Background: an optimization exercise with open tools, aiming at small area and a short achievable clock period. Do not read the settings as production practice.
In this exercise RTL edits were held to simulation tests only and were not proved equivalent to the original.
Power and IR drop assume default switching activity.

## design/flow/config.mk

```make
export PLATFORM = sky130hd
export DESIGN_NAME = bus_responder
export DESIGN_NICKNAME = bus_responder
export VERILOG_FILES = /design/flow/design.v
export SDC_FILE = /design/flow/constraint.sdc
export NUM_CORES = 4
export LEC_CHECK = 0
export ABC_CLOCK_PERIOD_IN_PS = 2500
export CAP_MARGIN = 20
export CORE_MARGIN = 2
export CORE_UTILIZATION = 60
export CTS_CLUSTER_DIAMETER = 80
export CTS_CLUSTER_SIZE = 28
export SETUP_SLACK_MARGIN = 1.5
export SLEW_MARGIN = 20
```

## design/flow/constraint.sdc

```tcl
create_clock -name core_clock -period 4.0 [get_ports {clk}]
set_input_delay 0.8000 -clock core_clock [delete_from_list [all_inputs] [get_ports {clk}]]
set_output_delay 0.8000 -clock core_clock [all_outputs]
set_load 0.01 [all_outputs]
```

## design/flow/design.v

```verilog
package bus_pkg;
  localparam int AW_DEF = 8;
  localparam int DW_DEF = 8;
  localparam logic BUS_RD = 1'b1;
  localparam logic BUS_WR = 1'b0;
  typedef enum logic [1:0] {
    ST_IDLE  = 2'd0,
    ST_GRANT = 2'd1,
    ST_WAIT  = 2'd2,
    ST_ACK   = 2'd3
  } bus_state_e;
endpackage
module bus_ram #(
  parameter int DW    = 8,
  parameter int NRING = 50
) (
  input  logic            clk,
  input  logic [7:0]      ins_hi,
  input  logic [7:0]      ins_lo,
  input  logic [DW-1:0]   ins_data,
  input  logic [7:0]      rd_hi,
  input  logic [7:0]      rd_lo0,
  input  logic [7:0]      rd_lo2,
  output logic [4*DW-1:0] rd_part
);
  localparam int NGRP = (NRING + 7) / 8;
  logic [DW-1:0] pos0 [64];
  logic [DW-1:0] pos2 [64];
  for (genvar r = 0; r < 64; r++) begin : g_ring
    if (r < NRING) begin : g_on
      logic [4*DW-1:0] ring_q;
      logic            ins_here;
      assign ins_here = ins_hi[r/8] && ins_lo[r%8];
      always_ff @(posedge clk) begin
        ring_q <= {ring_q[3*DW-1:0],
                   ~(({DW{!ins_here}} & ring_q[4*DW-1:3*DW]) | ({DW{ins_here}} & ins_data))};
      end
      assign pos0[r] = ring_q[DW-1:0];
      assign pos2[r] = ring_q[3*DW-1:2*DW];
    end else begin : g_off
      assign pos0[r] = {DW{1'b0}};
      assign pos2[r] = {DW{1'b0}};
    end
  end
  always_comb begin
    logic [DW-1:0] grp;
    rd_part = {4*DW{1'b0}};
    for (int k = 0; k < NGRP; k++) begin
      grp = {DW{1'b0}};
      for (int j = 0; j < 8; j++) begin
        grp = grp | ({DW{rd_lo0[j]}} & pos0[8*k+j]) | ({DW{rd_lo2[j]}} & pos2[8*k+j]);
      end
      rd_part[(k/2)*DW +: DW] = rd_part[(k/2)*DW +: DW] | ({DW{rd_hi[k]}} & grp);
    end
  end
endmodule
module bus_responder #(
  parameter int AW    = bus_pkg::AW_DEF,
  parameter int DW    = bus_pkg::DW_DEF,
  parameter int DEPTH = 200,
  parameter int WAIT  = 2
) (
  input  logic          clk,
  input  logic          rst,
  input  logic          mreq,
  output logic          mgrnt,
  input  logic          mas,
  input  logic          mrw,
  input  logic [AW-1:0] maddr,
  input  logic [DW-1:0] mwdata,
  output logic [DW-1:0] mrdata,
  output logic          mrdy,
  output logic          merr
);
  localparam int NRING = DEPTH / 4;
  typedef struct packed {
    logic          valid;
    logic [AW-1:0] addr;
    logic [DW-1:0] data;
    logic          drain;
    logic [DW-1:0] ins_data;
    logic [7:0]    ins_hi;
    logic [7:0]    ins_lo;
  } wb_next_t;
  typedef struct packed {
    logic       pol;
    logic [7:0] hi;
    logic [7:0] lo0;
    logic [7:0] lo2;
    logic       even;
  } rd_next_t;
  logic s_grant, s_w1, s_w2, s_ack;
  logic s_idle;
  logic          rw_r;
  logic [AW-1:0] addr_r;
  logic [DW-1:0] wdata_r;
  logic [2:0]    phase_r;
  logic          wb_valid_r;
  logic [AW-1:0] wb_addr_r;
  logic [DW-1:0] wb_data_r;
  logic          drain_r;
  logic [DW-1:0] ins_data_r;
  logic [7:0]    ins_hi_r;
  logic [7:0]    ins_lo_r;
  logic          cap_r;
  logic          fwd_r;
  logic          rd_pol_r;
  logic [7:0]    rd_hi_r;
  logic [7:0]    rd_lo0_r;
  logic [7:0]    rd_lo2_r;
  logic [4*DW-1:0] part_r;
  logic            hfwd_r;
  logic            hpol_r;
  logic          mgrnt_r;
  logic          mrdy_r;
  logic          merr_r;
  logic [DW-1:0] mrdata_r;
  logic            strobe_s;
  logic            oor_s;
  logic            wcommit_s;
  wb_next_t        wb_c_s;
  wb_next_t        wb_n_s;
  wb_next_t        wb_s;
  rd_next_t        rd_m_s;
  rd_next_t        rd_a_s;
  logic [4*DW-1:0] ram_part_s;
  logic [DW-1:0]   rd_word_s;
  assign s_idle   = !(s_grant || s_w1 || s_w2 || s_ack);
  assign strobe_s = s_grant && mas;
  assign oor_s    = ({1'b0, addr_r} >= (AW+1)'(DEPTH));
  always_ff @(posedge clk) begin
    if (rst) begin
      s_grant <= 1'b0;
      s_w1    <= 1'b0;
      s_w2    <= 1'b0;
      s_ack   <= 1'b0;
    end else begin
      s_grant <= ((s_idle || s_ack) && mreq) || (s_grant && !mas && mreq);
      s_w1    <= strobe_s;
      s_w2    <= s_w1;
      s_ack   <= s_w2;
    end
  end
  always_ff @(posedge clk) begin
    if (strobe_s) begin
      rw_r    <= mrw;
      addr_r  <= maddr;
      wdata_r <= mwdata;
    end
  end
  always_ff @(posedge clk) begin
    phase_r <= phase_r + 3'd1;
  end
  function automatic wb_next_t wb_next(input logic          commit,
                                       input logic          valid,
                                       input logic          drain,
                                       input logic [AW-1:0] wb_addr,
                                       input logic [DW-1:0] wb_data,
                                       input logic [AW-1:0] addr,
                                       input logic [DW-1:0] data,
                                       input logic [2:0]    phase);
    wb_next_t n;
    n.valid    = commit || (valid && !drain);
    n.addr     = commit ? addr : wb_addr;
    n.data     = commit ? data : wb_data;
    n.drain    = n.valid && ((n.addr[1:0] + phase[1:0]) == 2'd2);
    n.ins_data = n.data ^ {DW{!(1'(({1'b0, n.addr[1:0]} + phase + 3'd2) >> 2))}};
    for (int k = 0; k < 8; k++) begin
      n.ins_hi[k] = n.drain && (n.addr[7:5] == 3'(k));
      n.ins_lo[k] = (n.addr[4:2] == 3'(k));
    end
    wb_next = n;
  endfunction
  assign wcommit_s = s_w2 && (rw_r == bus_pkg::BUS_WR) && !oor_s;
  assign wb_c_s = wb_next(wcommit_s, wb_valid_r, drain_r, wb_addr_r, wb_data_r,
                          addr_r, wdata_r, phase_r);
  assign wb_n_s = wb_next(1'b0, wb_valid_r, drain_r, wb_addr_r, wb_data_r,
                          addr_r, wdata_r, phase_r);
  assign wb_s   = rst ? wb_n_s : wb_c_s;
  always_ff @(posedge clk) begin
    wb_valid_r <= wb_s.valid;
    wb_addr_r  <= wb_s.addr;
    wb_data_r  <= wb_s.data;
    drain_r    <= wb_s.drain;
    ins_data_r <= wb_s.ins_data;
    ins_hi_r   <= wb_s.ins_hi;
    ins_lo_r   <= wb_s.ins_lo;
  end
  function automatic rd_next_t rd_next(input logic [AW-1:0] addr,
                                       input logic [2:0]    phase);
    rd_next_t   n;
    logic [1:0] rpos;
    rpos  = addr[1:0] + phase[1:0] + 2'd1;
    n.pol = 1'(({1'b0, addr[1:0]} + phase + 3'd1) >> 2);
    for (int k = 0; k < 8; k++) begin
      n.hi[k]  = (addr[7:5] == 3'(k));
      n.lo0[k] = (addr[4:2] == 3'(k)) && !rpos[1];
      n.lo2[k] = (addr[4:2] == 3'(k)) && rpos[1];
    end
    n.even = !rpos[0];
    rd_next = n;
  endfunction
  assign rd_m_s = rd_next(maddr, phase_r);
  assign rd_a_s = rd_next(addr_r, phase_r);
  always_ff @(posedge clk) begin
    if (strobe_s) begin
      cap_r    <= rd_m_s.even;
      fwd_r    <= wb_n_s.valid && (wb_n_s.addr == maddr);
      rd_pol_r <= rd_m_s.pol;
      rd_hi_r  <= rd_m_s.hi;
      rd_lo0_r <= rd_m_s.lo0;
      rd_lo2_r <= rd_m_s.lo2;
    end else begin
      cap_r    <= s_w1 && rd_a_s.even;
      fwd_r    <= wb_n_s.valid && (wb_n_s.addr == addr_r);
      rd_pol_r <= rd_a_s.pol;
      rd_hi_r  <= rd_a_s.hi;
      rd_lo0_r <= rd_a_s.lo0;
      rd_lo2_r <= rd_a_s.lo2;
    end
  end
  bus_ram #(
    .DW    (DW),
    .NRING (NRING)
  ) u_ram (
    .clk      (clk),
    .ins_hi   (ins_hi_r),
    .ins_lo   (ins_lo_r),
    .ins_data (ins_data_r),
    .rd_hi    (rd_hi_r),
    .rd_lo0   (rd_lo0_r),
    .rd_lo2   (rd_lo2_r),
    .rd_part  (ram_part_s)
  );
  always_ff @(posedge clk) begin
    if (cap_r) begin
      part_r <= ram_part_s;
      hfwd_r <= fwd_r;
      hpol_r <= rd_pol_r;
    end
  end
  assign rd_word_s = hfwd_r ? wb_data_r
                   : ((part_r[0 +: DW] | part_r[DW +: DW] | part_r[2*DW +: DW]
                       | part_r[3*DW +: DW]) ^ {DW{hpol_r}});
  always_ff @(posedge clk) begin
    if (rst) begin
      mgrnt_r  <= 1'b0;
      mrdy_r   <= 1'b0;
      merr_r   <= 1'b0;
      mrdata_r <= {DW{1'b0}};
    end else begin
      mgrnt_r <= !s_idle;
      mrdy_r  <= s_ack;
      merr_r  <= s_ack && oor_s;
      if (s_ack && rw_r == bus_pkg::BUS_RD) begin
        mrdata_r <= oor_s ? {DW{1'b0}} : rd_word_s;
      end
    end
  end
  assign mgrnt  = mgrnt_r;
  assign mrdy   = mrdy_r;
  assign merr   = merr_r;
  assign mrdata = mrdata_r;
endmodule
```

## design/flow/run.sh

```bash
#!/bin/bash
# synth_recipe.tcl (not shown) runs the flow's synth.tcl, then flattens the netlist and writes it again
# the make line also repeats each setting of config.mk as NAME=value (left out here)
make -C /OpenROAD-flow-scripts/flow DESIGN_CONFIG=/design/flow/config.mk WORK_HOME=/design/flow/orfs CLKGATE_MAP_FILE= SYNTH_SCRIPT=/design/flow/synth_recipe.tcl finish
```

==> reports/results.tsv, run 1 <==
metric	value	unit
status	complete, no violations	
antenna cells	0	
Worst-Margin Slew	1.15	ns
Initial Util	60.8	%
proportion of layout cells with a drive suffix above 1	6.14	%
Root Buffer Master	clkbuf_16	
RSZ-0062 raised after global routing	yes	
Vias per Instance	5.92	
Max FO, Critical Path	10	
nets@finish	3164	
Post-Syn Instances	3143	
Boundary Pins	32	
worst path cell trace	o311a_4 -> nand2b_4 -> nor2_4 -> a21o_1 -> inv_2 -> ha_4 -> nand2b_4 -> xnor2_4 -> buf_12 -> o31ai_4 -> a211oi_1	
Detail Route Antenna Nets	0	
commonest register cell after synthesis	dfxtp_1	
pin count of the biggest net entering global routing	49	
async set-or-reset flop fraction in the synthesized netlist	0	%
Placer Congestion	0.823	
CTS Hold Bufs	0	
Reg clk slew, reported paths	0.11	ns
Core ar.	76100	µm²
Yosys cell types	54	
Avg Cell Area, Syn	14.7	µm²
met2 routed WL	52.5	mm
EDFF count, synth	67	
H-tree depth	3	
Crit. End Element	register	
Residual DRC	0	
Mapped Area	46200	µm²
final hold viol count	0	
Die H	282	µm
final worst-path cycle share	63.8	%
Buffers on Ports	31	
worst hold path class	reg2reg	
CP peak stage delay	0.43	ns
PD cells	542	nW/µm²
commonest non-fill, non-tap cell in the layout	dfxtp_1	
Most Frequent Cell on Critical Path	nand2b_4	
post-synthesis sequential area ratio	76.6	%
All-Layer GR Usage	29.3	%
synthesized net count	3173	
WL final	116	mm
number of global-route vias before repair	25400	
initial antenna violation count	1	
global-route wire length before repair	170	mm
maximum clock rate	392	MHz
DPL Wire Length	67.8	mm
static leakage	21.7	nW
vias	24800	
number of buffers and inverters on the critical path	2	
setup tns final	0	ns
crit-path leading delay family	compound AO/OA/AOI/OAI gates	
CTS Buf Count	72	
slowest CP cell	edfxtp_1	
Synth Warn #	4	
Setup Viol. Count Final	0	
1st-iter DRT viols	2047	
Worst Setup Start Kind	register	
DRT Pass-1 Iters	5	
CTS tree	yes	
die area	79300	µm²
Max VDD drop	393	µV
met3 WL	5.99	mm
Worst EP required	4.52	ns
Slew HR	23.1	%
num rows	101	
most frequent cells in the layout	dfxtp_1, mux2i_1, a22o_1	
Worst EP arrival	3.07	ns
clk_skew	0.0269	ns
Area growth syn-to-layout	7.94	%
min cycle time layout	2.55	ns
dpl ws	0.854	ns
max_cap viols	0	
top sig layer	met5	
grt ovf	0	
wl on met1	54.1	mm
clk sink count	1736	
Slew Viols, Final	0	
Yosys reg bits	1736	
worst skew pair latency	0.66	ns
die width	282	µm
Max clock buf depth	3	
kind of critical path	reg2reg	
Final WS setup	1.45	ns
Wirelength per Cell	27.7	µm
==> metrics by stage <==
stage / hold slack (ns) / util, % / instances / instance area (µm²) / power [mW]
final: 0.324 / 65.6 / 4192 / 49900 / 27.0
after global routing: 0.332 / 65.6 / 4192 / 49900 / 27.8
after CTS: 0.330 / 65.6 / 4190 / 49900 / 27.1
after detailed placement: 0.312 / 62.7 / 4077 / 47700 / 18.8
after global placement: 0.310 / 62.7 / 4077 / 47700 / 18.8
after floorplan: 0.310 / - / 3143 / 46300 / 18.4
==> state kept, by name (all words and copies together) (netlist names), 8 cells and up <==
name                      count
wb_data_r                     8
addr_r                        8
rd_lo2_r                      8
ins_data_r                    8
wdata_r                       8
ins_lo_r                      8
part_r                       32
mrdata_r                      8
wb_addr_r                     8
rd_lo0_r                      8
u_ram.g_ring.g_on.ring_q   1600
==> cell usage after synthesis, types with 7 or more instances <==
master | instances | area [µm²]
o22ai_1 | 19 | 119
nand4_1 | 53 | 332
buf_1 | 44 | 165
nand2b_1 | 13 | 81.3
a211oi_1 | 7 | 52.6
clkbuf_1 | 119 | 447
edfxtp_1 | 67 | 2010
a221oi_1 | 192 | 1680
dfxtp_1 | 1669 | 33400
nand2_1 | 112 | 420
a22oi_1 | 24 | 180
ha_1 | 7 | 87.6
inv_1 | 13 | 48.8
nor2_1 | 39 | 146
nor4_1 | 9 | 56.3
a21oi_1 | 15 | 75.1
mux2i_1 | 405 | 4050
o21ai_0 | 11 | 55.1
or3_1 | 9 | 56.3
xor2_1 | 14 | 123
xnor2_1 | 15 | 131
a21boi_0 | 8 | 60.1
a22o_1 | 216 | 1890
==> area by class of cell <==
type                       instances  area, µm²
clock buffer                      97       2000
clock inverter                     5       51.3
fill                            5537      26200
inverter                          14       52.6
multi-input combinational       1224      10200
sequential                      1736      35500
tap                             1030       1290
timing repair buffer              86        811
==> cells by family after synthesis <==
group	count (synthesis)	share of synthesized area (%)
muxes	410	8.90
and+or+nand+nor	263	2.79
buffers and inverters	183	1.50
xor gates and xnor gates	31	0.644
AOI/OAI and AO/OA	511	9.29
DFF	1736	76.6
adders and majority gates	9	0.276
==> final timing paths <==
kind                                                               start                                  endpoint  slack (ns)  cells past startpoint
worst min-delay path            u_ram.g_ring[36].g_on.ring_q[11]$_DFF_P_  u_ram.g_ring[36].g_on.ring_q[19]$_DFF_P_        0.32                      0
worst min register to register  u_ram.g_ring[36].g_on.ring_q[11]$_DFF_P_  u_ram.g_ring[36].g_on.ring_q[19]$_DFF_P_        0.32                      0
worst max-delay path                                 addr_r[3]$_DFFE_PP_                     ins_data_r[4]$_DFF_P_        1.45                     11
worst max register to register                       addr_r[3]$_DFFE_PP_                     ins_data_r[4]$_DFF_P_        1.45                     11
==> metal layers <==
layer | global-route usage [%] | up-vias
met5 | 0 | -
li1 | - | 11200
met4 | 8.72 | 4
met3 | 4.14 | 185
met2 | 46.2 | 706
met1 | 42.2 | 12700
==> power by group <==
part / leakage [nW] / internal [mW] / switching (mW)
sequential: 14.6 / 17.6 / 0.262
clock: 0.999 / 3.57 / 5.07
combinational: 6.14 / 0.207 / 0.327
==> worst reg2reg max path, cell delays in order, from the launching register on <==
cell and delay, ns:
edfxtp_1 0.43, o311a_4 0.39, nand2b_4 0.18, nor2_4 0.09, a21o_1 0.13, inv_2 0.05, ha_4 0.21, nand2b_4 0.16
xnor2_4 0.15, buf_12 0.15, o31ai_4 0.33, a211oi_1 0.15
==> what timing repair did <==
| action | in CTS | in global routing |
|---|---|---|
| cloned | 0 | 0 |
| buffers inserted | 11 | 2 |
| resized for setup | 7 | 5 |
| setup endpoints to repair | 16 | 15 |
| pin swaps | 5 | 4 |
==> run 2, diff against run 1 <==
--- a/design/flow/design.v
+++ b/design/flow/design.v
@@ -94,2 +94,4 @@
   logic          rw_r;
+  logic          oor_r;
+  logic          wr_ok_r;
   logic [AW-1:0] addr_r;
@@ -129,3 +131,3 @@
   assign strobe_s = s_grant && mas;
-  assign oor_s    = ({1'b0, addr_r} >= (AW+1)'(DEPTH));
+  assign oor_s    = oor_r;
   always_ff @(posedge clk) begin
@@ -148,2 +150,4 @@
       wdata_r <= mwdata;
+      oor_r   <= ({1'b0, maddr} >= (AW+1)'(DEPTH));
+      wr_ok_r <= (mrw == bus_pkg::BUS_WR) && ({1'b0, maddr} < (AW+1)'(DEPTH));
     end
@@ -173,4 +177,4 @@
   endfunction
-  assign wcommit_s = s_w2 && (rw_r == bus_pkg::BUS_WR) && !oor_s;
-  assign wb_c_s = wb_next(wcommit_s, wb_valid_r, drain_r, wb_addr_r, wb_data_r,
+  assign wcommit_s = s_w2 && wr_ok_r && !rst;
+  assign wb_c_s = wb_next(1'b1, wb_valid_r, drain_r, wb_addr_r, wb_data_r,
                           addr_r, wdata_r, phase_r);
@@ -178,3 +182,3 @@
                           addr_r, wdata_r, phase_r);
-  assign wb_s   = rst ? wb_n_s : wb_c_s;
+  assign wb_s   = wcommit_s ? wb_c_s : wb_n_s;
   always_ff @(posedge clk) begin
==> reports/results.tsv, run 2 <==
metric	value	unit
status	complete, no violations	
All-Layer GR Usage	29.1	%
post-synthesis sequential area ratio	77.1	%
top cells by area, synth	dfxtp_1, mux2i_1, edfxtp_1	
commonest register cell after synthesis	dfxtp_1	
die area	79000	µm²
hold_ws	0.325	ns
cell area after layout	49400	µm²
number of global-route vias before repair	25000	
Worst EP required	4.56	ns
H-tree depth	3	
Boundary Pins	32	
top cell type's share of synthesized area	72.6	%
async set-or-reset flop fraction in the synthesized netlist	0	%
Synth Warn #	4	
Reg clk slew, reported paths	0.10	ns
Worst-Margin Slew	1.00	ns
maximum clock rate	409	MHz
Wirelength per Cell	28.0	µm
kind of critical path	reg2reg	
Slew Viols, Final	0	
Yosys cell types	55	
Yosys reg bits	1738	
registers with the most flip-flops	u_ram.g_ring.g_on.ring_q: 1600 flops, part_r: 32 flops	
Top reg by flops	u_ram.g_ring.g_on.ring_q	
EDFF count, synth	69	
max_cap viols	0	
min cycle time layout	2.45	ns
Total Power	26.5	mW
vias	24300	
commonest non-fill, non-tap cell in the layout	dfxtp_1	
CTS Buf Count	72	
r2r setup slk	1.55	ns
Worst Setup Start Kind	register	
nets@finish	3080	
setup tns final	0	ns
antenna cells	0	
R2R depth	7	
global-route wire length before repair	168	mm
Hold Crit Depth	0	
Max VDD drop	394	µV
synthesized net count	3116	
Die H	281	µm
Area growth syn-to-layout	7.17	%
Detail Route Antenna Nets	0	
final hold viol count	0	
Residual DRC	0	
Root Buffer Master	clkbuf_16	
max reg flops	1600	
final worst-path cycle share	61.2	%
most frequent cell after synthesis	dfxtp_1	
num rows	101	
WL final	115	mm
Util after Layout	65.0	%
Avg Cell Area, Syn	14.9	µm²
Max FO, Critical Path	4	
worst skew pair latency	0.65	ns
FF-to-FF End	ins_hi_r[0]$_DFF_P_	
Max clock buf depth	3	
proportion of layout cells with a drive suffix above 1	4.95	%
post-synth top area cell	dfxtp_1	
Post-Syn Instances	3086	
CTS tree	yes	
grt ovf	0	
HP Start	u_ram.g_ring[34].g_on.ring_q[10]$_DFF_P_	
1st-iter DRT viols	1962	
RSZ-0062 raised after global routing	no	
static leakage	21.3	nW
clk sink count	1738	
Placement Cell Area	47400	µm²
Buffers on Ports	31	
Min-Delay Endpoint	u_ram.g_ring[34].g_on.ring_q[18]$_DFF_P_	
initial antenna violation count	2	
Vias per Instance	5.92	
Core ar.	75900	µm²
Mapped Area	46100	µm²
clk_skew	0.0183	ns
r2r startpoint	addr_r[0]$_DFFE_PP_	
Worst EP arrival	3.01	ns
top cells by count, synth	dfxtp_1, mux2i_1, a22o_1, a221oi_1, clkbuf_1	
Slew HR	32.4	%
PD cells	537	nW/µm²
Setup Viol. Count Final	0	
Crit. End Element	register	
DPL Wire Length	66.0	mm
worst hold path class	reg2reg	
DRT Pass-1 Iters	5	
Placer Congestion	0.803	
CTS Hold Bufs	0	
Initial Util	60.6	%
most frequent cells in the layout	dfxtp_1, mux2i_1, a22o_1	
pin count of the biggest net entering global routing	51	
die width	281	µm
run 2: logic make-up after synthesis:
family	count (synthesis)	share of synthesized area [%]
mux	412	8.96
buf+inv	184	1.50
fa+ha+maj	9	0.277
flops	1738	77.1
simple gates	216	2.46
xor+xnor	31	0.622
compound gates	496	9.13
run 2: final cells by class:
class / instances / area [µm²]
Clock buffer: 89 / 1910
Clock inverter: 7 / 75.1
Fill cell: 5513 / 26600
Inverter: 11 / 45.0
Multi-Input combinational cell: 1164 / 9880
Sequential cell: 1738 / 35500
Tap cell: 1030 / 1290
Timing Repair Buffer: 63 / 613
run 2: report_power, final:
| part | leakage, nW | switching [mW] | internal, mW |
|---|---|---|---|
| registers | 14.6 | 0.109 | 17.5 |
| clock network | 0.972 | 5.07 | 3.47 |
| logic | 5.81 | 0.239 | 0.159 |
run 2: per-layer routing:
metal / global-route usage, % / wire length [µm] / part of all wire (%) / up-vias
met2: 46.4 / 52700 / 46 / 742
met1: 41.6 / 52500 / 46 / 12500
met5: 0 / 0 / 0 / -
met3: 4.69 / 6910 / 6.0 / 144
li1: - / - / - / 10900
met4: 7.86 / 2620 / 2.3 / 0
run 2: worst max-delay path, cell delays in order (launching register included):
cell,delay (ns)
edfxtp_1,0.46
ha_1,0.22
fa_1,0.57
ha_1,0.29
nand2_1,0.10
or2_2,0.32
or3_1,0.34
o31ai_2,0.07
run 2: how the worst max path moves through the flow:
| stage | startpoint | endpoint | cells past startpoint |
|---|---|---|---|
| after floorplan | mas | addr_r[0]$_DFFE_PP_ | 4 |
| after global placement | mas | fwd_r$_DFF_P_ | 7 |
| after detailed placement | mas | fwd_r$_DFF_P_ | 7 |
| after CTS | addr_r[0]$_DFFE_PP_ | ins_hi_r[0]$_DFF_P_ | 7 |
| after global routing | addr_r[0]$_DFFE_PP_ | ins_hi_r[0]$_DFF_P_ | 7 |
| final | addr_r[0]$_DFFE_PP_ | ins_hi_r[0]$_DFF_P_ | 7 |
run 2: metrics by stage:
stage                     instances  worst slack (ns)
after floorplan                3086              1.55
after global placement         4006             0.863
after detailed placement       4006             0.757
after CTS                      4102              1.57
after global routing           4102              1.51
final                          4102              1.55
run 2: what timing repair did:
item,CTS,global route
gates resized for setup,2,1
setup buffers,0,0
endpoints found under the setup margin,2,3
==> run 3, diff against run 2 <==
==> design/flow/flow/run.sh (new file) <==
#!/bin/bash
# The standard layout, with two changes: the port buffers are buf_4 cells
# instead of the slow delay-buffer cell buffer_ports picks by itself, and
# timing repair may resize a cell to any drive strength of the same function,
# not only to cells of the same footprint.
set -euo pipefail
bash standard.sh MATCH_CELL_FOOTPRINT=0 \
  "BUFFER_PORTS_ARGS=-buffer_cell sky130_fd_sc_hd__buf_4" \
  finish > standard_flow.log 2>&1
==> design/flow/standard.sh (new file) <==
#!/bin/bash
# synth_recipe.tcl (not shown) runs the flow's synth.tcl, then flattens the netlist and writes it again
# the make line also repeats each setting of config.mk as NAME=value (left out here)
make -C /OpenROAD-flow-scripts/flow DESIGN_CONFIG=/design/flow/config.mk WORK_HOME=/design/flow/orfs CLKGATE_MAP_FILE= SYNTH_SCRIPT=/design/flow/synth_recipe.tcl "${@:-finish}"
removed: design/flow/run.sh
==> reports/results.tsv, run 3 <==
metric	value	unit
Worst Setup Start Kind	register	
Worst EP required	4.51	ns
nets@finish	3086	
die width	281	µm
Slew Viols, Final	0	
die area	79000	µm²
H-tree depth	3	
vias	24400	
RSZ-0062 raised after global routing	no	
status	complete, no violations	
Synth Area in Compound Gates	9.13	%
CTS Buf Count	72	
Root Buffer Master	clkbuf_16	
synthesized net count	3116	
setup tns final	0	ns
FF-to-FF End	part_r[1]$_DFFE_PP_	
top cells by area, synth	dfxtp_1, mux2i_1, edfxtp_1	
commonest non-fill, non-tap cell in the layout	dfxtp_1	
Util after Layout	64.9	%
post-synthesis sequential area ratio	77.1	%
max_cap viols	0	
worst skew pair latency	0.66	ns
initial antenna violation count	1	
CTS tree	yes	
Layout fillers	5526	
Yosys reg bits	1738	
commonest register cell after synthesis	dfxtp_1	
static leakage	21.4	nW
DRT Pass-1 Iters	6	
Min-Delay Endpoint	u_ram.g_ring[49].g_on.ring_q[21]$_DFF_P_	
number of global-route vias before repair	24700	
Vias per Instance	5.92	
Max VDD drop	376	µV
HP Start	u_ram.g_ring[49].g_on.ring_q[13]$_DFF_P_	
WL final	114	mm
portion of netlist area occupied by mux cells	8.96	%
Reg clk slew, reported paths	0.10	ns
Worst-Margin Slew	1.13	ns
final hold viol count	0	
top cell type's share of synthesized area	72.6	%
most frequent cell after synthesis	dfxtp_1	
R2R depth	5	
Initial Util	60.6	%
Synth Area in Simple Gates	2.46	%
met3 WL	6.52	mm
Die H	281	µm
maximum clock rate	400	MHz
placed insts	4008	
pin count of the biggest net entering global routing	51	
proportion of layout cells with a drive suffix above 1	6.23	%
Max clock buf depth	3	
post-synth top area cell	dfxtp_1	
Non-Filler Instances	4111	
PD cells	540	nW/µm²
final worst-path cycle share	62.4	%
largest family of logic cells by synthesized area	compound AO/OA/AOI/OAI gates	
Avg Cell Area, Syn	14.9	µm²
min cycle time layout	2.50	ns
kind of critical path	reg2reg	
Boundary Pins	32	
Synth Warn #	4	
most frequent cells in the layout	dfxtp_1, mux2i_1, a22o_1	
clk_skew	0.0264	ns
Yosys cell types	55	
Hold Crit Depth	0	
post-synthesis adder-cell area fraction	0.277	%
Slew HR	24.7	%
grt ovf	0	
EDFF count, synth	69	
max reg flops	1600	
r2r startpoint	rd_lo0_r[3]$_DFF_P_	
r2r setup slk	1.50	ns
Post-Syn Instances	3086	
top cells by count, synth	dfxtp_1, mux2i_1, a22o_1, a221oi_1, clkbuf_1	
registers with the most flip-flops	u_ram.g_ring.g_on.ring_q: 1600 flops, part_r: 32 flops	
Buffers on Ports	31	
All-Layer GR Usage	28.8	%
Max FO, Critical Path	31	
wl on met1	53.0	mm
CTS Hold Bufs	0	
Core ar.	75900	µm²
top sig layer	met4	
Crit. End Element	register	
num rows	101	
Wirelength per Cell	27.8	µm
Setup Viol. Count Final	0	
global-route wire length before repair	166	mm
worst hold path class	reg2reg	
met2 routed WL	52.2	mm
Area growth syn-to-layout	7.12	%
clk sink count	1738	
Top reg by flops	u_ram.g_ring.g_on.ring_q	
XOR/XNOR Fraction of Synth Area	0.622	%
1st-iter DRT viols	1926	
Detail Route Antenna Nets	0	
DPL Wire Length	66.1	mm
async set-or-reset flop fraction in the synthesized netlist	0	%
Residual DRC	0	
Worst EP arrival	3.00	ns
antenna cells	0	
Mapped Area	46100	µm²
Placer Congestion	0.796	
run 3: cell counts after synthesis:
Identical to the previous run, type by type.
run 3: through the flow:
| step | worst slack, ns | cell area [µm²] | hold WS, ns | power (mW) |
|---|---|---|---|---|
| global route | 1.51 | 49300 | 0.306 | 27.4 |
| global placement | 0.726 | 47200 | 0.310 | 18.3 |
| floorplan | 1.55 | 46100 | 0.310 | 18.1 |
| detailed placement | 0.666 | 47200 | 0.312 | 18.3 |
| CTS | 1.51 | 49300 | 0.300 | 26.7 |
| finish | 1.50 | 49300 | 0.316 | 26.6 |
run 3: timing repair:
action,4_1_cts,5_1_grt
gates resized for setup,1,1
gates cloned,0,1
endpoints found under the setup margin,10,2
buffers inserted,0,3
run 3: power by group:
| part | internal, mW | switching (mW) |
|---|---|---|
| Combinational | 0.153 | 0.226 |
| Clock | 3.59 | 5.07 |
| Sequential | 17.5 | 0.120 |
| Total | 21.2 | 5.41 |
run 3: cells by family (layout without fill, tap and decap cells):
family                   count (synthesis)  in the layout
AO/OA/AOI/OAI                          496            496
XOR/XNOR                                31             31
adder cells (fa/ha/maj)                  9              9
buffers and inverters                  184            179
flip-flops                            1738           1738
multiplexers                           412            412
AND/OR/NAND/NOR                        216            216
run 3: final cells by class:
| cell class | instances | area [µm²] | area share, % |
|---|---|---|---|
| inverters | 11 | 45.0 | 0.0913 |
| well taps | 1030 | 1290 | 2.61 |
| multi-input cells | 1164 | 9880 | 20.0 |
| repair inverters | 1 | 5.00 | 0.0101 |
| clock inverters | 5 | 52.6 | 0.107 |
| clock buffers | 94 | 2010 | 4.08 |
| repair buffers | 68 | 510 | 1.03 |
| flip-flops and latches | 1738 | 35500 | 72.0 |
run 3: routing by layer:
| metal | global-route usage (%) | vias to the layer above |
|---|---|---|
| met4 | 8.06 | 0 |
| li1 | - | 11000 |
| met2 | 45.4 | 727 |
| met1 | 41.6 | 12500 |
| met3 | 4.05 | 143 |
| met5 | 0 | - |
run 3: worst max-delay path, stage by stage (launching register included):
cell      delay, ns
dfxtp_2        0.83
buf_4          0.69
a22o_1         0.25
a221oi_1       0.05
nand4_1        0.26
a22o_1         0.23
run 3: how the worst max path moves through the flow:
stage,cells past startpoint,to,startpoint
floorplan,4,addr_r[0]$_DFFE_PP_,mas
global placement,7,fwd_r$_DFF_P_,mas
detailed placement,7,fwd_r$_DFF_P_,mas
CTS,6,fwd_r$_DFF_P_,s_grant$_SDFF_PP0_
global route,7,ins_hi_r[0]$_DFF_P_,addr_r[0]$_DFFE_PP_
finish,5,part_r[1]$_DFFE_PP_,rd_lo0_r[3]$_DFF_P_
==> run 4, diff against run 3 <==
--- a/design/flow/design.v
+++ b/design/flow/design.v
@@ -17,4 +17,6 @@
   input  logic            clk,
-  input  logic [7:0]      ins_hi,
-  input  logic [7:0]      ins_lo,
+  input  logic [7:0]      ins_hi_n,
+  input  logic [7:0]      ins_lo_n,
+  input  logic [7:0]      keep_hi,
+  input  logic [7:0]      keep_lo,
   input  logic [DW-1:0]   ins_data,
@@ -32,6 +34,8 @@
       logic            ins_here;
-      assign ins_here = ins_hi[r/8] && ins_lo[r%8];
+      logic            keep;
+      assign ins_here = !(ins_hi_n[r/8] || ins_lo_n[r%8]);
+      assign keep     = !(keep_hi[r/8] && keep_lo[r%8]);
       always_ff @(posedge clk) begin
         ring_q <= {ring_q[3*DW-1:0],
-                   ~(({DW{!ins_here}} & ring_q[4*DW-1:3*DW]) | ({DW{ins_here}} & ins_data))};
+                   ~(({DW{keep}} & ring_q[4*DW-1:3*DW]) | ({DW{ins_here}} & ins_data))};
       end
@@ -104,4 +108,6 @@
   logic [DW-1:0] ins_data_r;
-  logic [7:0]    ins_hi_r;
-  logic [7:0]    ins_lo_r;
+  logic [7:0]    ins_hi_n_r;
+  logic [7:0]    ins_lo_n_r;
+  logic [7:0]    keep_hi_r;
+  logic [7:0]    keep_lo_r;
   logic          cap_r;
@@ -189,4 +195,6 @@
     ins_data_r <= wb_s.ins_data;
-    ins_hi_r   <= wb_s.ins_hi;
-    ins_lo_r   <= wb_s.ins_lo;
+    ins_hi_n_r <= ~wb_s.ins_hi;
+    ins_lo_n_r <= ~wb_s.ins_lo;
+    keep_hi_r  <= wb_s.ins_hi;
+    keep_lo_r  <= wb_s.ins_lo;
   end
@@ -230,4 +238,6 @@
     .clk      (clk),
-    .ins_hi   (ins_hi_r),
-    .ins_lo   (ins_lo_r),
+    .ins_hi_n (ins_hi_n_r),
+    .ins_lo_n (ins_lo_n_r),
+    .keep_hi  (keep_hi_r),
+    .keep_lo  (keep_lo_r),
     .ins_data (ins_data_r),
==> design/flow/run.sh (new file) <==
#!/bin/bash
# synth_recipe.tcl (not shown) runs the flow's synth.tcl, then flattens the netlist and writes it again
# the make line also repeats each setting of config.mk as NAME=value (left out here)
make -C /OpenROAD-flow-scripts/flow DESIGN_CONFIG=/design/flow/config.mk WORK_HOME=/design/flow/orfs CLKGATE_MAP_FILE= SYNTH_SCRIPT=/design/flow/synth_recipe.tcl finish
removed: design/flow/flow/run.sh
removed: design/flow/standard.sh
==> reports/results.tsv, run 4 <==
metric	value	unit
status	complete, no violations	
Mapped Area	45600	µm²
Avg Cell Area, Syn	14.4	µm²
initial antenna violation count	3	
Layout fillers	5505	
die width	280	µm
post-synth top area cell	dfxtp_1	
async set-or-reset flop fraction in the synthesized netlist	0	%
Worst Setup Start Kind	register	
proportion of layout cells with a drive suffix above 1	5.27	%
Die H	280	µm
Initial Util	60.4	%
top cells by count, synth	dfxtp_1, a22oi_1, a22o_1, a221oi_1, clkbuf_1	
clk sink count	1753	
most frequent cells in the layout	dfxtp_1, a22oi_1, a22o_1	
DPL Wire Length	76.6	mm
max_cap viols	0	
Post-Syn Instances	3169	
hold_ws	0.325	ns
final hold viol count	0	
Slew HR	12.8	%
All-Layer GR Usage	32.7	%
grt ovf	0	
cell area after layout	49000	µm²
Crit. End Element	register	
kind of critical path	reg2reg	
worst hold path class	reg2reg	
Max clock buf depth	3	
top cells by area, synth	dfxtp_1, a22oi_1, edfxtp_1	
CTS Hold Bufs	0	
Reg clk slew, reported paths	0.10	ns
Post-CTS Setup Inserts	0	
min cycle time layout	2.49	ns
Worst EP arrival	3.01	ns
vias	26800	
number of global-route vias before repair	27100	
Max VDD drop	412	µV
Final WS setup	1.51	ns
static leakage	18.1	nW
EDFF count, synth	69	
RSZ-0062 raised after global routing	no	
Synth Warn #	4	
commonest non-fill, non-tap cell in the layout	dfxtp_1	
Buffers on Ports	31	
Residual DRC	0	
nets@finish	3176	
Worst EP required	4.53	ns
Placement Cell Area	46900	µm²
clk_skew	0.0322	ns
commonest register cell after synthesis	dfxtp_1	
Vias per Instance	6.46	
max reg flops	1600	
WL final	129	mm
Top reg by flops	u_ram.g_ring.g_on.ring_q	
Most Frequent Cell on Critical Path	buf_4	
Root Buffer Master	clkbuf_16	
Placer Congestion	0.862	
top cell type's share of synthesized area	73.9	%
Area growth syn-to-layout	7.31	%
CP peak stage delay	1.09	ns
num rows	101	
CTS Buf Count	72	
crit-path leading delay family	flip-flops	
Yosys reg bits	1753	
DRT Pass-1 Iters	6	
Slew Viols, Final	0	
slowest CP cell	dfxtp_2	
Wirelength per Cell	31.2	µm
Setup Viol. Count Final	0	
worst skew pair latency	0.67	ns
Non-Filler Instances	4149	
H-tree depth	3	
1st-iter DRT viols	2984	
die area	78300	µm²
most frequent cell after synthesis	dfxtp_1	
dpl ws	0.678	ns
Detail Route Antenna Nets	0	
placed insts	4049	
global-route wire length before repair	185	mm
worst path cell trace	buf_4 -> buf_4 -> a221oi_1 -> nand4_1 -> a22o_1	
Boundary Pins	32	
Yosys cell types	54	
post-synthesis sequential area ratio	78.4	%
Worst-Margin Slew	1.30	ns
CTS tree	yes	
maximum clock rate	402	MHz
pin count of the biggest net entering global routing	51	
PD cells	548	nW/µm²
final worst-path cycle share	62.2	%
synthesized net count	3199	
number of buffers and inverters on the critical path	2	
setup tns final	0	ns
registers with the most flip-flops	u_ram.g_ring.g_on.ring_q: 1600 flops, part_r: 32 flops	
Core ar.	75600	µm²
Max FO, Critical Path	28	
==> run 4: changes by cell type after synthesis, moves of 4 or more <==
cell,previous run,this run
o22a_1,0,4
mux2i_1,412,11
clkbuf_1,124,138
xor2_1,6,10
dfxtp_1,1669,1684
or2_2,1,5
a22oi_1,16,417
buf_1,48,30
nor2_1,21,74
o21a_1,0,6
inv_1,9,19
o21ai_0,16,9
==> run 4: final timing paths <==
kind | from | endpoint | cells after the start | slack (ns)
min | u_ram.g_ring[38].g_on.ring_q[12]$_DFF_P_ | u_ram.g_ring[38].g_on.ring_q[20]$_DFF_P_ | 0 | 0.32
max | rd_lo0_r[4]$_DFF_P_ | part_r[22]$_DFFE_PP_ | 5 | 1.51
min reg2reg | u_ram.g_ring[38].g_on.ring_q[12]$_DFF_P_ | u_ram.g_ring[38].g_on.ring_q[20]$_DFF_P_ | 0 | 0.32
max reg2reg | rd_lo0_r[4]$_DFF_P_ | part_r[22]$_DFFE_PP_ | 5 | 1.51
==> run 4: timing repair <==
item	4_1_cts	5_1_grt
pin swaps	0	0
resized for setup	1	1
endpoints found under the setup margin	1	1
==> run 4: metal layers <==
layer  routed length (µm)  track usage (%)  vias to the layer above
met5                   11                0                        -
met4                 5870             13.5                        2
met3                10000             5.80                      289
met2                57600             50.5                     1267
met1                55900             45.8                    13600
li1                     -                -                    11600
==> run 4: cells by family after synthesis <==
logic type               Yosys count  share of synthesized area (%)
flip-flops                      1753                           78.4
AND/OR/NAND/NOR                  270                           2.90
AO/OA/AOI/OAI                    901                           15.9
adder cells (fa/ha/maj)            9                          0.280
buffers and inverters            192                           1.58
XOR/XNOR                          33                          0.666
multiplexers                      11                          0.241
==> run 4: final cells by class <==
cell class / count / area [µm²] / area share, %
Sequential cell: 1753 / 35800 / 73.1
Multi-Input combinational cell: 1224 / 9150 / 18.7
Clock buffer: 93 / 2030 / 4.14
Tap cell: 978 / 1220 / 2.50
Timing Repair Buffer: 73 / 642 / 1.31
Inverter: 22 / 83.8 / 0.171
Clock inverter: 3 / 28.8 / 0.0587
Antenna cell: 3 / 7.51 / 0.0153
==> run 4: power by group <==
| part | total [mW] | internal (mW) | switching, mW |
|---|---|---|---|
| sequential | 17.7 | 17.6 | 0.113 |
| combinational | 0.413 | 0.161 | 0.252 |
| clock | 8.70 | 3.61 | 5.09 |
| total | 26.9 | 21.4 | 5.46 |
==> run 4: per-stage QoR <==
stage | power (mW) | utilization, %
2_1_floorplan | 18.3 | -
3_3_place_gp | 18.5 | 62.1
3_5_place_dp | 18.5 | 62.1
4_1_cts | 26.9 | 64.8
5_1_grt | 27.6 | 64.8
6_report | 26.9 | 64.8
==> run 5, diff against run 4 <==
--- a/design/flow/design.v
+++ b/design/flow/design.v
@@ -163,2 +163,13 @@
   end
+  function automatic logic sum_bit(input logic [1:0] slot,
+                                   input logic [2:0] phase,
+                                   input int         off,
+                                   input int         b);
+    logic r;
+    r = 1'b0;
+    for (int i = 0; i < 32; i++) begin
+      if ({slot, phase} == 5'(i)) r = 1'((((i >> 3) + (i & 7) + off) >> b) & 1);
+    end
+    sum_bit = r;
+  endfunction
   function automatic wb_next_t wb_next(input logic          commit,
@@ -175,4 +186,4 @@
     n.data     = commit ? data : wb_data;
-    n.drain    = n.valid && ((n.addr[1:0] + phase[1:0]) == 2'd2);
-    n.ins_data = n.data ^ {DW{!(1'(({1'b0, n.addr[1:0]} + phase + 3'd2) >> 2))}};
+    n.drain    = n.valid && sum_bit(n.addr[1:0], phase, 0, 1) && !sum_bit(n.addr[1:0], phase, 0, 0);
+    n.ins_data = n.data ^ {DW{!sum_bit(n.addr[1:0], phase, 2, 2)}};
     for (int k = 0; k < 8; k++) begin
@@ -204,4 +215,4 @@
     logic [1:0] rpos;
-    rpos  = addr[1:0] + phase[1:0] + 2'd1;
-    n.pol = 1'(({1'b0, addr[1:0]} + phase + 3'd1) >> 2);
+    rpos  = {sum_bit(addr[1:0], phase, 1, 1), sum_bit(addr[1:0], phase, 1, 0)};
+    n.pol = sum_bit(addr[1:0], phase, 1, 2);
     for (int k = 0; k < 8; k++) begin
==> reports/results.tsv, run 5 <==
metric	value	unit
status	complete, no violations	
R2R depth	5	
final worst-path cycle share	63.0	%
Most Frequent Cell on Critical Path	a22o_1	
Core ar.	76200	µm²
1st-iter DRT viols	3074	
kind of critical path	reg2reg	
Worst EP required	4.50	ns
Die H	282	µm
Final WS setup	1.48	ns
Root Buffer Master	clkbuf_16	
max reg flops	1600	
async set-or-reset flop fraction in the synthesized netlist	0	%
FF-to-FF End	part_r[20]$_DFFE_PP_	
r2r startpoint	rd_lo0_r[2]$_DFF_P_	
hold_ws	0.309	ns
vias	27900	
Yosys cell types	70	
DPL Wire Length	77.8	mm
global-route wire length before repair	190	mm
registers with the most flip-flops	u_ram.g_ring.g_on.ring_q: 1600 flops, part_r: 32 flops	
Worst Setup Start Kind	register	
most frequent cells in the layout	dfxtp_1, a22oi_1, a22o_1	
Slew Viols, Final	0	
Worst EP arrival	3.02	ns
r2r setup slk	1.48	ns
Area growth syn-to-layout	7.46	%
worst path cell trace	buf_4 -> a22o_1 -> a221oi_1 -> nand4_1 -> a22o_1	
Hold Crit Depth	0	
Worst-Margin Slew	1.30	ns
WL final	133	mm
top cells by count, synth	dfxtp_1, a22oi_1, a22o_1, a221oi_1, clkbuf_1	
max_cap viols	0	
Detail Route Antenna Nets	0	
Mapped Area	46400	µm²
worst hold path class	reg2reg	
Wirelength per Cell	30.9	µm
Residual DRC	0	
Min-Delay Endpoint	u_ram.g_ring[48].g_on.ring_q[22]$_DFF_P_	
RSZ-0062 raised after global routing	no	
die area	79600	µm²
Boundary Pins	32	
nets@finish	3286	
final hold viol count	0	
Avg Cell Area, Syn	14.1	µm²
pin count of the biggest net entering global routing	49	
Max FO, Critical Path	25	
Placer Congestion	0.845	
Placement Cell Area	47700	µm²
dpl ws	0.946	ns
Crit. End Element	register	
CTS tree	yes	
grt ovf	0	
slowest CP cell	dfxtp_2	
H-tree depth	3	
Post-Syn Instances	3287	
top cell type's share of synthesized area	72.7	%
setup tns final	0	ns
Max VDD drop	384	µV
most frequent cell after synthesis	dfxtp_1	
proportion of layout cells with a drive suffix above 1	5.67	%
commonest non-fill, non-tap cell in the layout	dfxtp_1	
commonest register cell after synthesis	dfxtp_1	
CTS Buf Count	72	
die width	282	µm
synthesized net count	3312	
min cycle time layout	2.52	ns
Buffers on Ports	31	
num rows	101	
Reg clk slew, reported paths	0.11	ns
Util after Layout	65.4	%
post-synth top area cell	dfxtp_1	
post-synthesis sequential area ratio	77.1	%
HP Start	u_ram.g_ring[48].g_on.ring_q[14]$_DFF_P_	
All-Layer GR Usage	33.1	%
PD cells	536	nW/µm²
Setup Viol. Count Final	0	
Layout fillers	5581	
top cells by area, synth	dfxtp_1, a22oi_1, edfxtp_1	
number of global-route vias before repair	27800	
clk sink count	1753	
worst skew pair latency	0.66	ns
DRT Pass-1 Iters	6	
Synth Warn #	4	
Vias per Instance	6.47	
initial antenna violation count	2	
static leakage	18.3	nW
Max clock buf depth	3	
clk_skew	0.0324	ns
Slew HR	13.2	%
Initial Util	60.9	%
Yosys reg bits	1753	
Top reg by flops	u_ram.g_ring.g_on.ring_q	
CTS Hold Bufs	0	
cell area after layout	49800	µm²
maximum clock rate	397	MHz
CP peak stage delay	1.17	ns
EDFF count, synth	69	
-- run 5: cell count changes after synthesis, sizes merged, moves of 9 or more --
cell,previous run,this run
o21ai,10,29
o211ai,1,13
nand2b,20,7
nor2b,7,17
xnor2,23,3
a22oi,417,428
xor2,10,21
nand4,49,58
buf,32,45
nor3,0,17
-- run 5: worst max-delay path by stage --
stage                                  to  slack, ns                start
CTS                 ins_data_r[1]$_DFF_P_       1.50   phase_r[1]$_DFF_P_
floorplan             rd_lo0_r[4]$_DFF_P_       1.86             maddr[1]
finish               part_r[20]$_DFFE_PP_       1.48  rd_lo0_r[2]$_DFF_P_
detailed placement  ins_hi_n_r[3]$_DFF_P_       0.95                  rst
global placement    ins_hi_n_r[3]$_DFF_P_       1.04                  rst
global route         part_r[18]$_DFFE_PP_       1.51  rd_lo0_r[2]$_DFF_P_
-- run 5: where the power goes --
group / total (mW) / switching, mW / leakage (nW) / internal (mW)
clock: 8.62 / 5.14 / 0.969 / 3.49
combinational: 0.409 / 0.254 / 2.66 / 0.155
sequential: 17.7 / 0.0960 / 14.7 / 17.6
total: 26.7 / 5.49 / 18.3 / 21.2
-- run 5: kinds of logic after synthesis --
family,after synthesis,share of synthesized area [%]
AO/OA/AOI/OAI,962,16.6
XOR/XNOR,24,0.453
AND/OR/NAND/NOR,323,3.56
adder cells (fa/ha/maj),4,0.108
multiplexers,19,0.413
buffers and inverters,202,1.72
flip-flops,1753,77.1
-- run 5: timing repair --
item | in CTS | in global routing
gates resized for setup | 3 | 7
buffers inserted | 1 | 2
endpoints found under the setup margin | 25 | 28
pin swaps | 1 | 1
-- run 5: per-layer routing --
metal  part of all wire (%)  wire length [µm]  GRT usage, %  up-vias
met2                     45             59700          51.5     1301
li1                       -                 -             -    12100
met5                 0.0098                13             0        -
met4                    3.8              5100          12.2        2
met1                     44             58100          46.7    14200
met3                    7.6             10100          5.83      303
-- run 5: stage by stage --
| stage | instances | total power, mW |
|---|---|---|
| CTS | 4305 | 26.7 |
| floorplan | 3287 | 18.3 |
| detailed placement | 4213 | 18.5 |
| finish | 4309 | 26.7 |
| global placement | 4213 | 18.5 |
| global route | 4308 | 27.4 |
-- run 5: area by class of cell --
class                           count  area, µm²  share of cell area, %
Sequential cell                  1753      35800                   71.9
Clock inverter                      4       38.8                 0.0778
Multi-Input combinational cell   1332       9850                   19.8
Antenna cell                        1       2.50                0.00502
Tap cell                         1030       1290                   2.59
Inverter                           18       67.6                  0.136
Clock buffer                       87       1940                   3.90
Timing Repair Buffer               84        825                   1.65
-- run 5: critical path: cells and delay by family (launching register included) --
kind / cells / cell delay (ns)
AOI/OAI and AO/OA: 3 / 0.51
buffers and inverters: 1 / 0.42
DFF: 1 / 1.17
and+or+nand+nor: 1 / 0.24
==> run 6, diff against run 5 <==
--- a/design/flow/design.v
+++ b/design/flow/design.v
@@ -22,6 +22,5 @@
   input  logic [DW-1:0]   ins_data,
-  input  logic [7:0]      rd_hi,
   input  logic [7:0]      rd_lo0,
   input  logic [7:0]      rd_lo2,
-  output logic [4*DW-1:0] rd_part
+  output logic [7*DW-1:0] rd_grp
 );
@@ -50,3 +49,3 @@
     logic [DW-1:0] grp;
-    rd_part = {4*DW{1'b0}};
+    rd_grp = {7*DW{1'b0}};
     for (int k = 0; k < NGRP; k++) begin
@@ -56,3 +55,3 @@
       end
-      rd_part[(k/2)*DW +: DW] = rd_part[(k/2)*DW +: DW] | ({DW{rd_hi[k]}} & grp);
+      rd_grp[k*DW +: DW] = grp;
     end
@@ -118,3 +117,3 @@
   logic [7:0]    rd_lo2_r;
-  logic [4*DW-1:0] part_r;
+  logic [7*DW-1:0] grp_r;
   logic            hfwd_r;
@@ -133,3 +132,3 @@
   rd_next_t        rd_a_s;
-  logic [4*DW-1:0] ram_part_s;
+  logic [7*DW-1:0] ram_grp_s;
   logic [DW-1:0]   rd_word_s;
@@ -254,6 +253,5 @@
     .ins_data (ins_data_r),
-    .rd_hi    (rd_hi_r),
     .rd_lo0   (rd_lo0_r),
     .rd_lo2   (rd_lo2_r),
-    .rd_part  (ram_part_s)
+    .rd_grp   (ram_grp_s)
   );
@@ -261,3 +259,5 @@
     if (cap_r) begin
-      part_r <= ram_part_s;
+      for (int k = 0; k < 7; k++) begin
+        grp_r[k*DW +: DW] <= ram_grp_s[k*DW +: DW] & {DW{rd_hi_r[k]}};
+      end
       hfwd_r <= fwd_r;
@@ -266,5 +266,10 @@
   end
-  assign rd_word_s = hfwd_r ? wb_data_r
-                   : ((part_r[0 +: DW] | part_r[DW +: DW] | part_r[2*DW +: DW]
-                       | part_r[3*DW +: DW]) ^ {DW{hpol_r}});
+  always_comb begin
+    logic [DW-1:0] w;
+    w = {DW{1'b0}};
+    for (int k = 0; k < 7; k++) begin
+      w = w | grp_r[k*DW +: DW];
+    end
+    rd_word_s = hfwd_r ? wb_data_r : (w ^ {DW{hpol_r}});
+  end
   always_ff @(posedge clk) begin
==> reports/results.tsv, run 6 <==
metric	value	unit
status	complete, no violations	
post-synth top area cell	dfxtp_1	
Crit. End Element	output pin	
Mapped Area	47300	µm²
Worst EP arrival	1.60	ns
Non-Filler Instances	4443	
final hold viol count	0	
Boundary Pins	32	
registers with the most flip-flops	u_ram.g_ring.g_on.ring_q: 1600 flops, grp_r: 56 flops	
Reg clk slew, reported paths	0.11	ns
top cells by count, synth	dfxtp_1, a22oi_1, clkbuf_1, edfxtp_1, nand3_1	
worst hold path class	reg2reg	
All-Layer GR Usage	33.1	%
Initial Util	60.8	%
wl on met1	59.2	mm
initial antenna violation count	6	
static leakage	18.5	nW
Top reg by flops	u_ram.g_ring.g_on.ring_q	
Setup Viol. Count Final	0	
final worst-path cycle share	60.1	%
1st-iter DRT viols	3044	
die area	81000	µm²
Die H	285	µm
DRT Pass-1 Iters	5	
Max FO, Critical Path	2	
global-route wire length before repair	197	mm
Worst Setup Start Kind	register	
Yosys cell types	70	
placed insts	4332	
nets@finish	3393	
top sig layer	met5	
top cells by area, synth	dfxtp_1, a22oi_1, edfxtp_1	
Wirelength per Cell	30.7	µm
Max clock buf depth	3	
slowest CP cell	clkdlybuf4s50_1	
pin count of the biggest net entering global routing	51	
top cell type's share of synthesized area	71.3	%
H-tree depth	3	
worst path cell trace	clkdlybuf4s50_1	
Placer Congestion	0.864	
Max VDD drop	391	µV
Slew HR	14.5	%
kind of critical path	reg2out	
met2 routed WL	62.1	mm
met3 WL	10.1	mm
num rows	102	
Post-Syn Instances	3404	
grt ovf	0	
most frequent cells in the layout	dfxtp_1, a22oi_1, edfxtp_1	
Buffers on Ports	31	
Root Buffer Master	clkbuf_16	
Residual DRC	0	
Core ar.	77700	µm²
Worst-Margin Slew	1.28	ns
Synth Warn #	4	
die width	285	µm
Vias per Instance	6.47	
Worst EP required	3.20	ns
async set-or-reset flop fraction in the synthesized netlist	0	%
proportion of layout cells with a drive suffix above 1	5.24	%
number of global-route vias before repair	28800	
number of buffers and inverters on the critical path	1	
post-synthesis sequential area ratio	77.2	%
crit-path leading delay family	buffers and inverters	
WL final	136	mm
maximum clock rate	416	MHz
max reg flops	1600	
clk sink count	1777	
Detail Route Antenna Nets	0	
commonest register cell after synthesis	dfxtp_1	
commonest non-fill, non-tap cell in the layout	dfxtp_1	
Area growth syn-to-layout	7.36	%
Yosys reg bits	1777	
most frequent cell after synthesis	dfxtp_1	
max_cap viols	0	
worst skew pair latency	0.66	ns
min cycle time layout	2.40	ns
Slew Viols, Final	0	
clk_skew	0.0311	ns
CP peak stage delay	0.56	ns
vias	28700	
CTS Buf Count	74	
Avg Cell Area, Syn	13.9	µm²
EDFF count, synth	93	
DPL Wire Length	79.8	mm
RSZ-0062 raised after global routing	no	
CTS tree	yes	
setup tns final	0	ns
PD cells	535	nW/µm²
CTS Hold Bufs	0	
synthesized net count	3429	
run 6: timing repair:
item	CTS	global route
resized for setup	6	6
setup buffers	0	0
setup endpoints to repair	17	32
pin swaps	0	0
run 6: kinds of logic (layout without fill, tap and decap cells):
logic type,count (synthesis),after routing,synth area share (%)
XOR/XNOR,10,10,0.185
multiplexers,24,24,0.508
AO/OA/AOI/OAI,991,991,16.1
flip-flops,1777,1777,77.2
AND/OR/NAND/NOR,394,394,4.20
buffers and inverters,204,200,1.72
adder cells (fa/ha/maj),4,4,0.106
other,0,3,0
run 6: final cells by class:
cell class,count,area [µm²]
Fill cell,5658,27000
Clock buffer,103,2010
Sequential cell,1777,36500
Clock inverter,5,72.6
Inverter,19,71.3
Antenna cell,3,7.51
Tap cell,1040,1300
Multi-Input combinational cell,1423,9990
Timing Repair Buffer,73,749
run 6: metrics by stage:
| stage | util [%] | power (mW) | hold slack (ns) | worst slack [ns] | cell area (µm²) |
|---|---|---|---|---|---|
| detailed placement | 62.6 | 18.7 | 0.312 | 0.784 | 48600 |
| global route | 65.3 | 27.9 | 0.332 | 1.51 | 50700 |
| CTS | 65.3 | 27.2 | 0.326 | 1.56 | 50700 |
| finish | 65.3 | 27.2 | 0.325 | 1.60 | 50700 |
| floorplan | - | 18.5 | 0.310 | 1.63 | 47300 |
| global placement | 62.6 | 18.7 | 0.310 | 0.890 | 48600 |
run 6: worst paths after layout:
| kind | from | endpoint | slack [ns] | cells after the start |
|---|---|---|---|---|
| worst max-delay path | mrdata_r[5]$_SDFFE_PP0P_ | mrdata[5] | 1.60 | 1 |
| worst min-delay path | u_ram.g_ring[19].g_on.ring_q[11]$_DFF_P_ | u_ram.g_ring[19].g_on.ring_q[19]$_DFF_P_ | 0.32 | 0 |
| worst max register to register | rd_lo0_r[2]$_DFF_P_ | grp_r[42]$_DFFE_PP_ | 1.61 | 5 |
| worst min register to register | u_ram.g_ring[19].g_on.ring_q[11]$_DFF_P_ | u_ram.g_ring[19].g_on.ring_q[19]$_DFF_P_ | 0.32 | 0 |
run 6: routing by layer:
layer / up-vias / track usage [%]
met5: - / 0
met4: 8 / 11.8
met3: 277 / 6.16
met2: 1303 / 51.8
met1: 14700 / 46.4
li1: 12400 / -
run 6: report_power, final:
group | switching [mW] | leakage [nW] | total [mW] | internal [mW]
clock | 5.25 | 1.01 | 8.84 | 3.59
combinational | 0.221 | 2.60 | 0.374 | 0.153
sequential | 0.0891 | 14.9 | 17.9 | 17.9
total | 5.56 | 18.5 | 27.2 | 21.6
==> run 7, diff against run 6 <==
==> design/flow/flow/run.sh (new file) <==
#!/bin/bash
# The standard layout, with two changes: the port buffers are buf_4 cells
# instead of the slow delay-buffer cell buffer_ports picks by itself, and
# timing repair may resize a cell to any drive strength of the same function,
# not only to cells of the same footprint.
set -euo pipefail
bash standard.sh MATCH_CELL_FOOTPRINT=0 \
  "BUFFER_PORTS_ARGS=-buffer_cell sky130_fd_sc_hd__buf_4" \
  finish > standard_flow.log 2>&1
==> design/flow/standard.sh (new file) <==
#!/bin/bash
# synth_recipe.tcl (not shown) runs the flow's synth.tcl, then flattens the netlist and writes it again
# the make line also repeats each setting of config.mk as NAME=value (left out here)
make -C /OpenROAD-flow-scripts/flow DESIGN_CONFIG=/design/flow/config.mk WORK_HOME=/design/flow/orfs CLKGATE_MAP_FILE= SYNTH_SCRIPT=/design/flow/synth_recipe.tcl "${@:-finish}"
removed: design/flow/run.sh
==> reports/results.tsv, run 7 <==
metric	value	unit
kind of critical path	reg2reg	
async set-or-reset flop fraction in the synthesized netlist	0	%
Detail Route Antenna Nets	0	
proportion of layout cells with a drive suffix above 1	6.43	%
pin count of the biggest net entering global routing	51	
Area growth syn-to-layout	7.26	%
commonest register cell after synthesis	dfxtp_1	
DPL Wire Length	80.4	mm
antenna cells	0	
Top reg by flops	u_ram.g_ring.g_on.ring_q	
Avg Cell Area, Syn	13.9	µm²
Reg clk slew, reported paths	0.10	ns
min cycle time layout	2.53	ns
Post-CTS Setup Inserts	0	
CP endpoint	mrdata_r[2]$_SDFFE_PP0P_	
max reg flops	1600	
cell area after layout	50700	µm²
Worst Setup Start Kind	register	
registers with the most flip-flops	u_ram.g_ring.g_on.ring_q: 1600 flops, grp_r: 56 flops	
Wirelength per Cell	30.4	µm
H-tree depth	3	
post-synth top area cell	dfxtp_1	
CTS Buf Count	74	
Vias per Instance	6.42	
Core ar.	77700	µm²
final worst-path cycle share	63.2	%
Max clock buf depth	3	
Initial Util	60.8	%
Crit. End Element	register	
FF-to-FF End	mrdata_r[2]$_SDFFE_PP0P_	
die width	285	µm
static leakage	18.6	nW
Boundary Pins	32	
most frequent cell after synthesis	dfxtp_1	
Buffers on Ports	31	
Placer Congestion	0.861	
num rows	102	
Final WS setup	1.47	ns
Synth Warn #	4	
cells resized by post-CTS repair	4	
r2r setup slk	1.47	ns
grt ovf	0	
Placement Cell Area	48500	µm²
Yosys cell types	70	
PD cells	537	nW/µm²
placed insts	4336	
Post-Syn Instances	3404	
clk_skew	0.0279	ns
R2R depth	5	
worst skew pair latency	0.67	ns
Slew HR	16.9	%
Yosys reg bits	1777	
Worst EP required	4.60	ns
top cells by count, synth	dfxtp_1, a22oi_1, clkbuf_1, edfxtp_1, nand3_1	
number of global-route vias before repair	28700	
vias	28500	
setup tns final	0	ns
Layout fillers	5666	
Max FO, Critical Path	1	
dpl ws	1.28	ns
EDFF count, synth	93	
DRT Pass-1 Iters	6	
commonest non-fill, non-tap cell in the layout	dfxtp_1	
Residual DRC	0	
Total Power	27.2	mW
Setup Viol. Count Final	0	
CTS tree	yes	
All-Layer GR Usage	32.8	%
post-synthesis sequential area ratio	77.2	%
Die H	285	µm
initial antenna violation count	1	
final hold viol count	0	
worst hold path class	in2reg	
Worst EP arrival	3.13	ns
nets@finish	3398	
die area	81000	µm²
synthesized net count	3429	
Worst-Margin Slew	1.24	ns
max_cap viols	0	
global-route wire length before repair	196	mm
Non-Filler Instances	4448	
most frequent cells in the layout	dfxtp_1, a22oi_1, edfxtp_1	
status	complete, no violations	
Max VDD drop	369	µV
crit path from	grp_r[34]$_DFFE_PP_	
maximum clock rate	395	MHz
Root Buffer Master	clkbuf_16	
clk sink count	1777	
Slew Viols, Final	0	
RSZ-0062 raised after global routing	no	
1st-iter DRT viols	3403	
CTS Hold Bufs	0	
Mapped Area	47300	µm²
WL final	135	mm
r2r startpoint	grp_r[34]$_DFFE_PP_	
top cells by area, synth	dfxtp_1, a22oi_1, edfxtp_1	
top cell type's share of synthesized area	71.3	%
==> run 7: cell counts after synthesis <==
Identical to the previous run, type by type.
==> run 7: per-layer routing <==
layer	GRT usage (%)	wire, µm	vias to the layer above
li1	-	-	12400
met1	45.5	57600	14500
met2	51.8	61900	1390
met3	6.52	11100	278
met4	11.1	4750	2
met5	0	13	-
==> run 7: how the worst min path moves through the flow <==
| stage | from | endpoint | slack [ns] | depth (start not counted) |
|---|---|---|---|---|
| 2_1_floorplan | u_ram.g_ring[0].g_on.ring_q[8]$_DFF_P_ | u_ram.g_ring[0].g_on.ring_q[16]$_DFF_P_ | 0.31 | 0 |
| 3_3_place_gp | u_ram.g_ring[39].g_on.ring_q[14]$_DFF_P_ | u_ram.g_ring[39].g_on.ring_q[22]$_DFF_P_ | 0.31 | 0 |
| 3_5_place_dp | u_ram.g_ring[15].g_on.ring_q[13]$_DFF_P_ | u_ram.g_ring[15].g_on.ring_q[21]$_DFF_P_ | 0.31 | 0 |
| 4_1_cts | mwdata[4] | wdata_r[4]$_DFFE_PP_ | 0.29 | 1 |
| 5_1_grt | mwdata[4] | wdata_r[4]$_DFFE_PP_ | 0.30 | 1 |
| 6_report | mwdata[4] | wdata_r[4]$_DFFE_PP_ | 0.31 | 1 |
==> run 7: cells by family (layout without fill, tap and decap cells) <==
logic type | count (synthesis) | after routing | share of synthesized area [%]
DFF | 1777 | 1777 | 77.2
AOI/OAI and AO/OA | 991 | 991 | 16.1
and+or+nand+nor | 394 | 394 | 4.20
buffers and inverters | 204 | 208 | 1.72
muxes | 24 | 24 | 0.508
xor gates and xnor gates | 10 | 10 | 0.185
adders and majority gates | 4 | 4 | 0.106
==> run 7: critical path: stages, from the launching register on <==
cell and delay [ns]:
edfxtp_1 0.52, or4_1 0.56, nor4_1 0.75, mux2i_1 0.37, a32oi_1 0.15, nor2_1 0.11
==> run 7: cell type report <==
class | count | area (µm²) | area share (%)
Sequential cell | 1777 | 36600 | 72.1
Multi-Input combinational cell | 1423 | 10000 | 19.8
Clock buffer | 103 | 2010 | 3.97
Tap cell | 1040 | 1300 | 2.57
Timing Repair Buffer | 78 | 636 | 1.25
Clock inverter | 8 | 111 | 0.220
Inverter | 19 | 71.3 | 0.141
==> run 7: report_power, final <==
| part | total [mW] | switching (mW) | leakage, nW | internal [mW] |
|---|---|---|---|---|
| clock | 8.90 | 5.29 | 1.03 | 3.61 |
| combinational | 0.358 | 0.211 | 2.65 | 0.147 |
| sequential | 18.0 | 0.101 | 14.9 | 17.9 |
| total | 27.2 | 5.60 | 18.6 | 21.6 |
==> run 7: stage by stage <==
step | hold WS, ns | util [%]
floorplan | 0.310 | -
global placement | 0.310 | 62.4
detailed placement | 0.312 | 62.4
CTS | 0.288 | 65.2
global route | 0.296 | 65.2
finish | 0.314 | 65.2

-- afterwards: timing with drivers on the ports --
In the flow no input, the clock included, has a driving cell. The finished layouts below were timed again as built, in two steps. Step 1 assumes that a clkbuf_16 drives the clock port and a buf_2 every other input. Step 2 adds t to the input delays and takes it off the output delays; t is the mean of the earliest and latest rising clock arrival at the registers after step 1. Input paths then give back, and output paths get back, about the clock's delay inside the block. a / b / c = ideal ports / drivers / drivers and shift; a / b = the first two.
| run | t (ns) | setup WS [ns] | worst setup path at the end | worst data-port slew with drivers (ns) |
|---|---|---|---|---|
| run 1 | 0.716 | 1.448 / 1.448 / 1.040 | input to register | 0.04 |
| run 2 | 0.712 | 1.554 / 1.554 / 0.976 | input to register | 0.04 |
| run 3 | 0.716 | 1.503 / 1.503 / 1.211 | input to register | 0.04 |
| run 4 | 0.719 | 1.512 / 1.512 / 0.890 | input to register | 0.05 |
| run 5 | 0.720 | 1.481 / 1.481 / 0.944 | input to register | 0.06 |
| run 6 | 0.716 | 1.596 / 1.524 / 0.980 | input to register | 0.07 |
| run 7 | 0.725 | 1.471 / 1.471 / 1.356 | input to register | 0.07 |
After both steps setup and hold are still met in every run listed. For run 4, which loses most, drivers alone change the setup slack by 0.000 ns; drivers and shift together by -0.622 ns.
